Source: an optimization exercise on an open RTL-to-GDS flow (aim: small area, a short achievable clock period and few clock cycles per item). Production flows keep margins and buffers that such runs may drop.
In this exercise RTL edits were held to simulation tests only and were not proved equivalent to the original.

$ cat flow/constraint.sdc
create_clock -name core_clock -period 12.0 [get_ports {clk}]
set_input_delay 2.4000 -clock core_clock [delete_from_list [all_inputs] [get_ports {clk}]]
set_output_delay 2.4000 -clock core_clock [all_outputs]
set_load 0.01 [all_outputs]
$ cat flow/design.v
package fp_pkg;
    localparam int unsigned FP_WIDTH   = 32;
    localparam int unsigned EXP_WIDTH  = 8;
    localparam int unsigned MAN_WIDTH  = 23;
    localparam int unsigned SIG_WIDTH  = MAN_WIDTH + 1;    
    localparam int unsigned RND_WIDTH  = SIG_WIDTH + 1;    
    localparam int unsigned PROD_WIDTH = 2 * SIG_WIDTH;
    localparam int unsigned EXPI_WIDTH = 10;               
    localparam int unsigned BIAS       = 127;
    localparam logic [FP_WIDTH-1:0] QNAN = 32'h7FC0_0000;
    typedef enum logic [1:0] {
        FP_ZERO,
        FP_NORM,
        FP_INF,
        FP_NAN
    } fp_class_e;
    typedef enum logic [2:0] {
        S_IDLE,
        S_UNPACK,
        S_MULT,
        S_NORM,
        S_PACK
    } state_e;
    typedef struct packed {
        logic                 sign;
        logic [EXP_WIDTH-1:0] exp;
        logic [SIG_WIDTH-1:0] man;
        fp_class_e            cls;
    } fp_unpacked_t;
endpackage
import fp_pkg::*;
module fp_classify
(
    input  logic [FP_WIDTH-1:0] op,
    output fp_pkg::fp_unpacked_t unp
);
    logic [EXP_WIDTH-1:0] exp_c;
    logic [MAN_WIDTH-1:0] frac_c;
    assign exp_c  = op[FP_WIDTH-2 -: EXP_WIDTH];
    assign frac_c = op[MAN_WIDTH-1:0];
    always_comb begin
        unp.sign = op[FP_WIDTH-1];
        unp.exp  = exp_c;
        unp.man  = {1'b1, frac_c};
        unp.cls  = FP_NORM;
        if (exp_c == '0) begin
            unp.cls = FP_ZERO;
            unp.man = '0;
        end else if (&exp_c) begin
            unp.cls = (frac_c != '0) ? FP_NAN : FP_INF;
        end
    end
endmodule
import fp_pkg::*;
module fp_mult_unit
(
    input  logic                clk,
    input  logic                rst_n,
    input  logic                clk_en,
    input  logic                start,
    input  logic [FP_WIDTH-1:0] dataa,
    input  logic [FP_WIDTH-1:0] datab,
    output logic [FP_WIDTH-1:0] result,
    output logic                done,
    output logic                busy
);
    fp_pkg::fp_unpacked_t   ua_c, ub_c;
    logic                   sign_c;
    logic                   spec_c;
    logic [FP_WIDTH-1:0]    spec_res_c;
    logic [PROD_WIDTH-1:0]  prod_c;
    logic signed [EXPI_WIDTH-1:0] exp_c, exp_rnd_c;
    logic [SIG_WIDTH-1:0]   sig_c;
    logic                   guard_c, sticky_c, round_up_c;
    logic [RND_WIDTH-1:0]   sig_rnd_c;
    logic [FP_WIDTH-1:0]    result_c;
    logic [FP_WIDTH-1:0]    result_q;
    logic                   done_q;
    fp_classify u_cls_a (.op(dataa), .unp(ua_c));
    fp_classify u_cls_b (.op(datab), .unp(ub_c));
    always_comb begin
        sign_c = ua_c.sign ^ ub_c.sign;
        spec_c = 1'b1;
        if (ua_c.cls == FP_NAN || ub_c.cls == FP_NAN ||
            (ua_c.cls == FP_INF  && ub_c.cls == FP_ZERO) ||
            (ua_c.cls == FP_ZERO && ub_c.cls == FP_INF)) begin
            spec_res_c = QNAN;
        end else if (ua_c.cls == FP_INF || ub_c.cls == FP_INF) begin
            spec_res_c = {sign_c, {EXP_WIDTH{1'b1}}, {MAN_WIDTH{1'b0}}};
        end else if (ua_c.cls == FP_ZERO || ub_c.cls == FP_ZERO) begin
            spec_res_c = {sign_c, {(FP_WIDTH-1){1'b0}}};
        end else begin
            spec_c     = 1'b0;
            spec_res_c = '0;
        end
    end
    always_comb begin
        prod_c = PROD_WIDTH'({1'b1, dataa[MAN_WIDTH-1:0]}) * PROD_WIDTH'({1'b1, datab[MAN_WIDTH-1:0]});
        exp_c  = $signed(EXPI_WIDTH'(ua_c.exp)) + $signed(EXPI_WIDTH'(ub_c.exp))
               - $signed(EXPI_WIDTH'(BIAS)) + $signed(EXPI_WIDTH'(prod_c[PROD_WIDTH-1]));
        if (prod_c[PROD_WIDTH-1]) begin
            sig_c    = prod_c[PROD_WIDTH-1 -: SIG_WIDTH];
            guard_c  = prod_c[SIG_WIDTH-1];
            sticky_c = |prod_c[SIG_WIDTH-2:0];
        end else begin
            sig_c    = prod_c[PROD_WIDTH-2 -: SIG_WIDTH];
            guard_c  = prod_c[SIG_WIDTH-2];
            sticky_c = |prod_c[SIG_WIDTH-3:0];
        end
        round_up_c = guard_c & (sticky_c | sig_c[0]);
        sig_rnd_c  = {1'b0, sig_c} + RND_WIDTH'(round_up_c);
        exp_rnd_c  = exp_c + $signed(EXPI_WIDTH'(sig_rnd_c[SIG_WIDTH]));
        if (spec_c)
            result_c = spec_res_c;
        else if (exp_rnd_c >= 10'sd255)
            result_c = {sign_c, {EXP_WIDTH{1'b1}}, {MAN_WIDTH{1'b0}}};
        else if (exp_rnd_c <= 10'sd0)
            result_c = {sign_c, {(FP_WIDTH-1){1'b0}}};
        else
            result_c = {sign_c, exp_rnd_c[EXP_WIDTH-1:0], sig_rnd_c[MAN_WIDTH-1:0]};
    end
    always_ff @(posedge clk or negedge rst_n) begin
        if (!rst_n)
            done_q <= 1'b0;
        else if (clk_en)
            done_q <= start;
    end
    always_ff @(posedge clk) begin
        if (clk_en)
            result_q <= result_c;
    end
    assign result = result_q;
    assign done   = done_q;
    assign busy   = done_q;
endmodule
$ cat flow/config.mk
export PLATFORM = sky130hd
export DESIGN_NAME = fp_mult_unit
export DESIGN_NICKNAME = fp_mult_unit
export VERILOG_FILES = /design/flow/design.v
export SDC_FILE = /design/flow/constraint.sdc
export NUM_CORES = 4
export LEC_CHECK = 0
export CAP_MARGIN = 20
export CORE_MARGIN = 2
export CORE_UTILIZATION = 40
export PLACE_DENSITY = 0.6
export SLEW_MARGIN = 20
$ cat flow/run.sh
#!/bin/bash
# synth_recipe.tcl (not shown) runs the flow's synth.tcl, then flattens the netlist and writes it again
# the make line also repeats each setting of config.mk as NAME=value (left out here)
make -C /OpenROAD-flow-scripts/flow DESIGN_CONFIG=/design/flow/config.mk WORK_HOME=/design/flow/orfs CLKGATE_MAP_FILE= SYNTH_SCRIPT=/design/flow/synth_recipe.tcl finish
==> summary.txt <==
Status
  – Status: failed layout checks
  – SO Faults: setup timing

Drt
  – Wire length on met1: between 30 and 40 mm
  – TritonRoute pass-1 iters: 7
  – DR WL met2: around 36 mm
  – Vias/cell: 5.12
  – DR vias: a little over 20000
  – Detailed Route WL: approximately 75 mm
  – WL met3: roughly 4.3 mm
  – DRC violations left: 0
  – Top sig layer: met4
  – DR iter-0 viols: roughly 1300
  – Antenna Nets Post-Route: 0
  – DR WL/cell: ~19 µm

Die
  – Die area: around 60000 µm²
  – Ports: 102
  – Core area: 56100 µm²
  – FP Rows: 87
  – Starting Density: 40.3%
  – Die Span Y: 242 µm
  – Die W: 242 µm

Timing
  – Pins over their slew limit: 0
  – FMAX: 78.2 MHz
  – Clock Skew: 0 ps
  – Measured slew at the worst slew-check pin: roughly 940 ps
  – Setup TNS: -18390 ps
  – Setup violations, final: 31
  – Min Tclk post-route: 12790 ps
  – Max_slew headroom: between 30% and 40%
  – Fin. Hold Viols: 0
  – Fin worst setup slack: -790 ps
  – Setup repair after global routing missed its margin: true
  – Final worst-path cycle share: 107%

Cells and area
  – ANT cells: 0
  – Fillers: just under 5000
  – Fraction of final layout cells sized beyond drive strength 1: approximately 29%
  – Layout net count: roughly 4000
  – Area Growth Syn to Fin: 37.0%
  – Layout Utilization: a little under three fifths

Setup path
  – Slowest cell on the critical path: fa_2
  – Critical path's largest stage delay: between 600 and 700 ps
  – Worst-path fanout max: 11
  – Crit. End Element: register
  – Critical path data required time: ~12000 ps
  – Worst Setup Path Type: input pin to register
  – CP most frequent cell: buf_4
  – Startpoint types: input pin
  – Arrival @ worst endpoint: between 10000 and 15000 ps

Clock tree
  – CTS tree: built
  – CTS sink count: 33
  – CTS Buffer Depth: 2
  – CTS H-Tree Depth: 2
  – Clock Root Buffer: clkbuf_16
  – Hold buffers post-CTS: 0
  – Worst skew pair latency: 270 ps
  – Clock transition at path regs: 60 ps
  – Total CTS buffers: 5

Hold path
  – Type of the most critical hold path: register to register

Global routing
  – Global-route wire length before repair: 121 mm
  – Largest net degree at the start of global routing: 34
  – Vias in the first global route: 21830
  – Initial antenna violation count: 0
  – GRT Util Overall: a little over a quarter
  – Total gr overflow: 0

Logic synthesis
  – Flops & latches, synth: 33
  – Ys Warns: 2
  – Post-Synthesis Cells: roughly 2600
  – Yosys cell types: 88
  – Register area share after synthesis: approximately 4.4%
  – Synth Cell Area: roughly 23000 µm²
  – Mapped Nets: 3366
  – Syn Area/Cell: around 8.6 µm²
  – Number of enable flip-flop cells after synthesis: 32
  – Main synth FF type: edfxtp_1
  – FFs w/ async S/R, synth: about 3.0%

Run
  – # Max-Cap Violations: 0

Placement
  – RePlAce Congestion: just over 0.9
  – HPWL after DPL: a little under 60 mm
  – Count of input and output buffers: around 100
## layout by cell type (no fill, tap or decap), types with 27 or more instances in the layout
| cell | instances |
|---|---|
| inv_1 | 559 |
| buf_4 | 501 |
| fa_1 | 442 |
| nand2_1 | 318 |
| and2_1 | 217 |
| ha_1 | 168 |
| nor2_1 | 95 |
| a21oi_1 | 59 |
| clkdlybuf4s50_1 | 55 |
| buf_12 | 53 |
| inv_2 | 43 |
| fa_2 | 42 |
| xnor2_1 | 35 |
| buf_6 | 35 |
| and2_4 | 33 |
| edfxtp_1 | 32 |
| o21ai_0 | 29 |
| nand4_1 | 27 |
## cells by family (layout without fill, tap and decap cells)
group | after synthesis | count (layout) | synth area share, %
xor+xnor | 59 | 59 | 2.39
flops | 33 | 33 | 4.36
buf+inv | 729 | 1327 | 12.3
mux | 14 | 14 | 0.714
fa+ha+maj | 672 | 672 | 53.3
simple gates | 873 | 873 | 19.5
compound gates | 246 | 246 | 7.40
## sequential cells by signal, indices dropped and copies added (netlist names)
register / flops
done_q: 1
result_q: 32
## Yosys cell counts, types with 4 or more instances
library cell  count  area share, %
o21ai_0          44           0.97
o31ai_1           6           0.20
a211oi_1         11           0.37
o211a_1           4           0.18
a31oi_1          10           0.28
a21oi_2          10           0.39
a21boi_0          4           0.13
nor4_1           27           0.75
clkbuf_1         94            1.6
nor3_1           22           0.49
nand2b_1          8           0.22
nand3_1          25           0.55
buf_2            13           0.29
and4_1            5           0.19
edfxtp_1         32            4.3
o21ai_1           8           0.18
buf_4             5           0.17
a21o_1           13           0.43
or4_1             5           0.17
o221ai_1          4           0.16
inv_1           608             10
o21a_1            9           0.30
o211ai_1         12           0.40
nand4_1          27           0.75
and3_1            8           0.22
nor2b_1          10           0.28
or2_2             5           0.14
or3_1             8           0.22
ha_1            188             10
buf_1             4          0.066
mux2i_1           9           0.40
a21oi_1          66            1.5
xnor2_1          37            1.4
nor2_1          114            1.9
fa_1            484             43
o22ai_1           4           0.11
and2_1          250            6.9
xor2_1           19           0.74
nand2_1         333            5.5
## path summary, 6_finish.rpt
check                                         from                        end  slack, ps  depth (start not counted)
max in group asynchronous                    rst_n         done_q$_DFFE_PN0P_       9640                          1
worst max register to register  done_q$_DFFE_PN0P_         done_q$_DFFE_PN0P_      11220                          1
worst min-delay path            done_q$_DFFE_PN0P_         done_q$_DFFE_PN0P_        580                          1
worst max-delay path                     datab[10]  result_q[6]$_SDFFCE_PP0P_       -790                         56
worst min register to register  done_q$_DFFE_PN0P_         done_q$_DFFE_PN0P_        580                          1
min in group asynchronous                    rst_n         done_q$_DFFE_PN0P_       2260                          1
## per-layer routing
metal,global-route usage [%],vias up
li1,-,9223
met1,35.3,10278
met5,0,-
met4,8.44,0
met2,43.9,709
met3,2.77,170
## worst max-delay path: cells and delay by family
family / cells / cell delay, ps
buffers and inverters: 36 / 4160
adders and majority gates: 9 / 4150
and+or+nand+nor: 5 / 970
AOI/OAI and AO/OA: 3 / 440
xor gates and xnor gates: 2 / 380
muxes: 1 / 260
## area by class of cell
cell class / instances / area (µm²) / area share, %
clock inverter: 3 / 17.5 / 0.0566
clock buffer: 5 / 125 / 0.404
inverter: 611 / 2320 / 7.48
tap: 756 / 946 / 3.06
timing repair buffer: 708 / 6820 / 22.0
sequential: 33 / 986 / 3.19
multi-input combinational: 1864 / 19700 / 63.8
## through the flow
stage                     cell area, µm²  hold slack [ps]  cells  worst slack [ps]
final                              30900              578   3980              -790
after global routing               30900              622   3980             -1130
after CTS                          30500              597   3960              -713
after detailed placement           28100              584   3810             -1400
after global placement             28100              574   3810             -1390
after floorplan                    23000              573   2626             -1150
## what timing repair did
item,4_1_cts,5_1_grt
setup buffers,120,21
setup endpoints to repair,31,31
pin swaps,114,66
cloned,23,1
resized for setup,340,135
Testbench counts, summed over its fixed seeds: cycles 8,000, items 8,000.

==> separate check: timing with driven ports <==
The results above use ideal ports. As a check the final layout listed here was re-extracted and re-timed, cells and wires unchanged. Step 1 assumes that a clkbuf_16 drives the clock port and a buf_2 every other input. Step 2 moves the port delays by t, midway between the first and last clock arrival at a register: inputs arrive t later, outputs are due t later. That takes back most of the time a late clock gives input paths. Three values: ideal ports, drivers, drivers and shift; two values: the first two.
shift t [ns]: 0.305
slack for setup (ns): -0.790 / -0.797 / -1.102
worst setup path at the end: input to register
slew at the worst register clock pin (ns): 0.06 / 0.06
cell pins on the clock port's net: 1
The setup slack of this run moves by -0.007 ns with the drivers and by -0.312 ns with both steps.
